What follows belongs to an exercise in optimizing a design on an open flow for small area; a production flow would make more cautious choices.
The RTL was checked by simulation tests, not by an equivalence proof against the original design.
Power and IR drop assume default switching activity.

Design axi_line_bridge, start of the top module:
module axi_line_bridge #(
  parameter int LINE_WIDTH = 512
) (
  input  logic                  clk,
  input  logic                  rst,
  input  logic                  i_rreq,
  input  logic [31:0]           i_raddr,
  output logic                  i_rdone,
  output logic [LINE_WIDTH-1:0] i_rline,
  input  logic                  d_rreq,
  input  logic [31:0]           d_raddr,
  output logic                  d_rdone,
  output logic [LINE_WIDTH-1:0] d_rline,
  input  logic                  d_wreq,
  input  logic [31:0]           d_waddr,
  input  logic [LINE_WIDTH-1:0] d_wline,
  output logic                  d_wdone,
  output logic [31:0]           araddr,
  output logic [7:0]            arlen,
  output logic [2:0]            arsize,
  output logic [1:0]            arburst,
  output logic                  arvalid,
  input  logic                  arready,
  input  logic [31:0]           rdata,
  input  logic                  rlast,
  input  logic [1:0]            rresp,
  input  logic                  rvalid,
  output logic                  rready,
  output logic [31:0]           awaddr,
  output logic [7:0]            awlen,
  output logic [2:0]            awsize,
  output logic [1:0]            awburst,
  output logic                  awvalid,
  input  logic                  awready,
  output logic [31:0]           wdata,
  output logic [3:0]            wstrb,
  output logic                  wlast,
  output logic                  wvalid,
  input  logic                  wready,
  input  logic [1:0]            bresp,
  input  logic                  bvalid,
  output logic                  bready,
  output logic                  axi_err
);
Settings: LEC_CHECK=0, CAP_MARGIN=10, CORE_AREA=10 10 510 510, DIE_AREA=0 0 520 520, PLACE_DENSITY=0.4, SLEW_MARGIN=10; clock period 5.0 ns.
standard.sh (not shown) runs the stock make flow with config.mk's settings and CLKGATE_MAP_FILE= SYNTH_SCRIPT=/design/flow/synth_recipe.tcl, a recipe that flattens the netlist after the stock synthesis.
==> flow/flow/run.sh <==
#!/bin/bash
# Standard synthesis, then the write-data select re-mapped (flow/remux.py),
# then the standard layout with the port buffers made of the smallest buffer
# cell, one tie cell per constant value and clock tree synthesis without
# dummy balancing loads; each data bit's pins are kept together (flow/pins.tcl).
set -euo pipefail
here=$(pwd)
export BUFFER_PORTS_ARGS="-buffer_cell sky130_fd_sc_hd__buf_1"
export SKIP_REPAIR_TIE_FANOUT=1
export PRE_IO_PLACEMENT_TCL=$here/flow/pins.tcl
export CTS_ARGS="-sink_clustering_enable -repair_clock_nets -dont_use_dummy_load -sink_clustering_size 25 -sink_clustering_max_diameter 150"
bash standard.sh synth > flow_synth.log 2>&1
res=$here/orfs/results/$FLOW_PLATFORM/axi_line_bridge/base
cp $res/1_2_yosys.v $here/yosys_orig.v
python3 $here/flow/remux.py $here/yosys_orig.v $res/1_2_yosys.v > remux.log 2>&1
rm -f $res/1_synth.odb $res/1_synth.sdc
bash standard.sh finish > flow_make.log 2>&1
Other scripts of this flow, unchanged in this note and not shown: flow/flow/pins.tcl, flow/flow/remux.py
The starting point completed without violations.
==> next run, changes <==
- GPL_ROUTABILITY_DRIVEN: unset -> 0
- GPL_TIMING_DRIVEN: unset -> 0
- PLACE_DENSITY: 0.4 -> 0.65
Effect: Total power went up by 12%; register-to-register slack gets worse by 0.17 ns; setup slack is worse by 0.26 ns; cell count went up by 10%; worst hold slack improved by 0.017 ns; utilization rises by 1.9 points; cell area goes up by 17%; synthesized area does not change; global-route usage increases by 1.1 points; non-clock buffer count increases by 630; via count is higher by 13%.


job 101:
axi_line_bridge, a different RTL version from the one above (not shown whole).
Size: roughly 1,500 cells after synthesis, about 1,800 I/O pins, ~23,000 um^2 of cells after synthesis.
==> flow/config.mk <==
export PLATFORM = sky130hd
export DESIGN_NAME = axi_line_bridge
export DESIGN_NICKNAME = axi_line_bridge
export VERILOG_FILES = /design/flow/design.v
export SDC_FILE = /design/flow/constraint.sdc
export NUM_CORES = 4
export LEC_CHECK = 0
export CAP_MARGIN = 20
export CORE_AREA = 10 10 510 510
export DIE_AREA = 0 0 520 520
export PLACE_DENSITY = 0.4
export SLEW_MARGIN = 20
==> flow/constraint.sdc <==
create_clock -name core_clock -period 5.0 [get_ports {clk}]
set_input_delay 1.0000 -clock core_clock [delete_from_list [all_inputs] [get_ports {clk}]]
set_output_delay 1.0000 -clock core_clock [all_outputs]
set_load 0.01 [all_outputs]
==> flow/flow/run.sh <==
#!/bin/bash
# Standard synthesis, then the write-data select re-mapped (flow/remux.py),
# then the standard layout with the port buffers made of the smallest buffer
# cell, one tie cell per constant value and clock tree synthesis without
# dummy balancing loads.
set -euo pipefail
here=$(pwd)
export BUFFER_PORTS_ARGS="-buffer_cell sky130_fd_sc_hd__buf_1"
export SKIP_REPAIR_TIE_FANOUT=1
export CTS_ARGS="-sink_clustering_enable -repair_clock_nets -dont_use_dummy_load -sink_clustering_size 25 -sink_clustering_max_diameter 150"
bash standard.sh synth > flow_synth.log 2>&1
res=$here/orfs/results/$FLOW_PLATFORM/axi_line_bridge/base
cp $res/1_2_yosys.v $here/yosys_orig.v
python3 $here/flow/remux.py $here/yosys_orig.v $res/1_2_yosys.v > remux.log 2>&1
rm -f $res/1_synth.odb $res/1_synth.sdc
bash standard.sh finish > flow_make.log 2>&1
==> flow/flow/remux.py <==
#!/usr/bin/env python3
"""Re-map the write-data select of a Yosys netlist of axi_line_bridge.

wdata[k] is the OR over the sixteen beats j of d_wline[32*j+k] & beat[j].
Yosys/ABC map it with a22o/a221oi/nand4 cells; this rewrites each bit as
five a222oi (beats 0..14), a nand2 (beat 15), a nand4 and a nand3b, and
araddr's owner select as a22o cells, then removes the cells that no longer
drive anything. Registers are untouched.

usage: remux.py in.v out.v
"""
import re
import sys

src = open(sys.argv[1]).read()
m = re.search(r'\n(\s*)endmodule', src)
body_end = m.start()

inst_re = re.compile(r'^\s*(sky130_fd_sc_hd__\w+)\s+(\\\S+|\w+)\s*\((.*?)\);\s*$', re.S | re.M)
pin_re = re.compile(r'\.(\w+)\(\s*(.*?)\s*\)\s*(?:,|$)', re.S)
OUT_PINS = {'X', 'Y', 'Q', 'Q_N', 'HI', 'LO', 'COUT', 'SUM'}


def norm(n):
    n = n.strip()
    if n.startswith('\\'):
        n = n.split()[0] + ' '
    return n


cells = {}
order = []
for im in inst_re.finditer(src):
    typ, name, pins = im.group(1), im.group(2), im.group(3)
    conns = {p: norm(n) for p, n in pin_re.findall(pins)}
    cells[name] = dict(type=typ, conns=conns, span=im.span())
    order.append(name)

assert not re.search(r'^\s*assign\s', src, re.M), 'netlist has assigns'

driver = {}
loads = {}
for name, c in cells.items():
    for p, n in c['conns'].items():
        if p in OUT_PINS:
            driver[n] = name
        else:
            loads.setdefault(n, []).append(name)


def is_seq(typ):
    return re.search(r'__(e?df|sdf|dl)', typ) is not None


# Beat register outputs.
beat = {}
for name, c in cells.items():
    mm = re.match(r'\\beat\[(\d+)\]\$', name)
    if mm and is_seq(c['type']):
        beat[int(mm.group(1))] = c['conns']['Q']
assert sorted(beat) == list(range(16)), beat

new_cells = []
new_wires = []
removed = set()
for k in range(32):
    root = f'wdata[{k}]'
    # Cone of combinational cells behind wdata[k], down to ports and registers.
    cone = set()
    stack = [root]
    while stack:
        n = stack.pop()
        d = driver.get(n)
        if d is None or d in cone or is_seq(cells[d]['type']):
            continue
        cone.add(d)
        for p, nn in cells[d]['conns'].items():
            if p not in OUT_PINS:
                stack.append(nn)
    removed |= cone
    d = [f'd_wline[{32 * j + k}]' for j in range(16)]
    s = [beat[j] for j in range(16)]
    w = [f'remux_{k}_n{i}' for i in range(7)]
    new_wires += w
    for g in range(5):
        new_cells.append(('sky130_fd_sc_hd__a222oi_1', f'remux_{k}_a{g}', dict(
            A1=d[3 * g], A2=s[3 * g], B1=d[3 * g + 1], B2=s[3 * g + 1],
            C1=d[3 * g + 2], C2=s[3 * g + 2], Y=w[g])))
    new_cells.append(('sky130_fd_sc_hd__nand2_1', f'remux_{k}_b', dict(A=d[15], B=s[15], Y=w[5])))
    new_cells.append(('sky130_fd_sc_hd__nand4_1', f'remux_{k}_c', dict(A=w[0], B=w[1], C=w[2], D=w[3], Y=w[6])))
    new_cells.append(('sky130_fd_sc_hd__nand3b_1', f'remux_{k}_o', dict(A_N=w[6], B=w[4], C=w[5], Y=root)))

# araddr[k] (k >= 6) is i_raddr[k] or d_raddr[k] by the read owner; Yosys
# maps it to mux2_2. An a22o with one shared inverter on own_d is smaller.
own = None
for name, c in cells.items():
    if re.match(r'\\own_d\$', name) and is_seq(c['type']):
        own = c['conns']['Q']
assert own is not None
new_wires.append('remux_own_n')
new_cells.append(('sky130_fd_sc_hd__inv_1', 'remux_own_inv', dict(A=own, Y='remux_own_n')))
for k in range(6, 32):
    root = f'araddr[{k}]'
    d = driver[root]
    assert cells[d]['type'].startswith('sky130_fd_sc_hd__mux2'), cells[d]
    removed.add(d)
    new_cells.append(('sky130_fd_sc_hd__a22o_1', f'remux_ar{k}', dict(
        A1=f'i_raddr[{k}]', A2='remux_own_n', B1=f'd_raddr[{k}]', B2=own, X=root)))

# The cone was found through every cell behind wdata; keep any cell that still
# drives something outside the removed set (shared logic), then drop dead cells.
def outputs(name):
    return [n for p, n in cells[name]['conns'].items() if p in OUT_PINS]


new_load_nets = set()
for typ, name, conns in new_cells:
    for p, n in conns.items():
        if p not in OUT_PINS:
            new_load_nets.add(n)
changed = True
while changed:
    changed = False
    for name in list(removed):
        for n in outputs(name):
            if n.startswith('wdata['):
                continue
            ext = [l for l in loads.get(n, []) if l not in removed]
            if ext or n in new_load_nets:
                removed.discard(name)
                changed = True
                break
# Cells kept outside the cone whose loads are now all removed are dead too.
changed = True
while changed:
    changed = False
    for name in order:
        if name in removed or is_seq(cells[name]['type']):
            continue
        outs = outputs(name)
        if not outs or any(not re.match(r'_\d+_$|\\?net', n) and not n.startswith('_') for n in outs):
            continue
        if all(all(l in removed for l in loads.get(n, [])) and n not in new_load_nets for n in outs):
            removed.add(name)
            changed = True

print(f'removed {len(removed)} cells, added {len(new_cells)}', file=sys.stderr)
out = []
pos = 0
for name in order:
    if name in removed:
        a, b = cells[name]['span']
        out.append(src[pos:a])
        pos = b
out.append(src[pos:body_end])
out.append('\n')
for wname in new_wires:
    out.append(f'  wire {wname};\n')
for typ, name, conns in new_cells:
    pins = ',\n'.join(f'    .{p}({n})' for p, n in conns.items())
    out.append(f'  {typ} {name} (\n{pins}\n  );\n')
out.append(src[body_end:])
open(sys.argv[2], 'w').write(''.join(out))
Setup changes, job 101 to job 102
- CAP_MARGIN: 20 -> 10
- SLEW_MARGIN: 20 -> 10
### Flow results
Reported for job 101 and job 102, sum of internal, switching and leakage power turned out identical to the last digit. Diff job 101..job 102 | netlist area before placement | unchanged. Taking job 101 as the reference, in job 102 detailed placer's ending HPWL flat, share of total power in sequential cells flat, count of clock buffers in the final design flat, horizontal die dimension flat, first-pass GRT wire length flat. Job 101 -> job 102: total area of sequential cells delta 0, exact match. Re fraction of standard cell area in multi-input logic: no difference whatsoever between job 101 and job 102. Comparing job 101 against job 102, there is no change at all in via count.
Relative to job 102, the following input files were edited for job 103:
- SLEW_MARGIN: 10 -> 20
- CAP_MARGIN: 10 -> 20
--- a/flow/flow/run.sh
+++ b/flow/flow/run.sh
@@ -3,4 +3,3 @@
 # then the standard layout with the port buffers made of the smallest buffer
-# cell, one tie cell per constant value and clock tree synthesis without
-# dummy balancing loads.
+# cell and clock tree synthesis without dummy balancing loads.
 set -euo pipefail
@@ -9,3 +8,3 @@
 export SKIP_REPAIR_TIE_FANOUT=1
-export CTS_ARGS="-sink_clustering_enable -repair_clock_nets -dont_use_dummy_load -sink_clustering_size 25 -sink_clustering_max_diameter 150"
+export CTS_ARGS="-sink_clustering_enable -repair_clock_nets -dont_use_dummy_load -sink_clustering_size 22 -sink_clustering_max_diameter 120"
 bash standard.sh synth > flow_synth.log 2>&1
--- a/flow/flow/remux.py
+++ b/flow/flow/remux.py
@@ -5,5 +5,4 @@
 Yosys/ABC map it with a22o/a221oi/nand4 cells; this rewrites each bit as
-five a222oi (beats 0..14), a nand2 (beat 15), a nand4 and a nand3b, and
-araddr's owner select as a22o cells, then removes the cells that no longer
-drive anything. Registers are untouched.
+five a222oi (beats 0..14), a nand2 (beat 15), a nand4 and a nand3b, then
+removes the cells that no longer drive anything. Registers are untouched.
 
@@ -92,19 +91,2 @@
 
-# araddr[k] (k >= 6) is i_raddr[k] or d_raddr[k] by the read owner; Yosys
-# maps it to mux2_2. An a22o with one shared inverter on own_d is smaller.
-own = None
-for name, c in cells.items():
-    if re.match(r'\\own_d\$', name) and is_seq(c['type']):
-        own = c['conns']['Q']
-assert own is not None
-new_wires.append('remux_own_n')
-new_cells.append(('sky130_fd_sc_hd__inv_1', 'remux_own_inv', dict(A=own, Y='remux_own_n')))
-for k in range(6, 32):
-    root = f'araddr[{k}]'
-    d = driver[root]
-    assert cells[d]['type'].startswith('sky130_fd_sc_hd__mux2'), cells[d]
-    removed.add(d)
-    new_cells.append(('sky130_fd_sc_hd__a22o_1', f'remux_ar{k}', dict(
-        A1=f'i_raddr[{k}]', A2='remux_own_n', B1=f'd_raddr[{k}]', B2=own, X=root)))
-
 # The cone was found through every cell behind wdata; keep any cell that still
[summary]
Job 103 ended with every stage complete and zero timing, DRC or antenna violations. Compared with job 102, job 103 improves violation count after the first detailed-route iteration. Relative to job 102, met3 usage in global routing has decreased by 0.33 points in job 103. Post-DP HPWL, job 103 vs job 102: down slightly. Job 102 reports its capture point of the worst path as wdata[6] while job 103 reports wdata[30]. Relative to job 102, the design area measured on job 103 has increased slightly.

port drivers added, routing unchanged:
Ports are ideal in the flow. The routed layouts listed here were re-timed in OpenROAD. Step 1 (the two cells are an assumption about what drives the block):
set clk [get_ports {clk}]
set_driving_cell -lib_cell sky130_fd_sc_hd__clkbuf_16 $clk
set_driving_cell -lib_cell sky130_fd_sc_hd__buf_2 [delete_from_list [all_inputs] $clk]
Step 2 moves the port delays by t, midway between the first and last clock arrival at a register: inputs arrive t later, outputs are due t later. That takes back most of the time a late clock gives input paths. Slacks: no drivers / after step 1 / after step 2; pairs: no drivers / after step 1.
| run | t, ns | setup WS [ns] | hold slack, ns | latest minus earliest clock arrival (ns) | pins driven straight from the clock port |
|---|---|---|---|---|---|
| the first run of note 1 | 0.718 | 0.578 / 0.493 / 1.212 | 0.306 / 0.246 / 0.480 | 0.031 / 0.031 | 1 |
| the second run of note 1 | 0.745 | 0.317 / 0.224 / 0.706 | 0.323 / 0.438 / 0.478 | 0.036 / 0.036 | 1 |
| job 101 | 0.740 | 0.543 / 0.471 / 1.037 | 0.432 / 0.456 / 0.456 | 0.127 / 0.126 | 1 |
| job 102 | 0.740 | 0.543 / 0.471 / 1.037 | 0.432 / 0.456 / 0.456 | 0.127 / 0.126 | 1 |
| job 103 | 0.681 | 0.680 / 0.604 / 1.110 | 0.455 / 0.455 / 0.455 | 0.133 / 0.133 | 1 |
After both steps setup and hold are still met in every run listed.
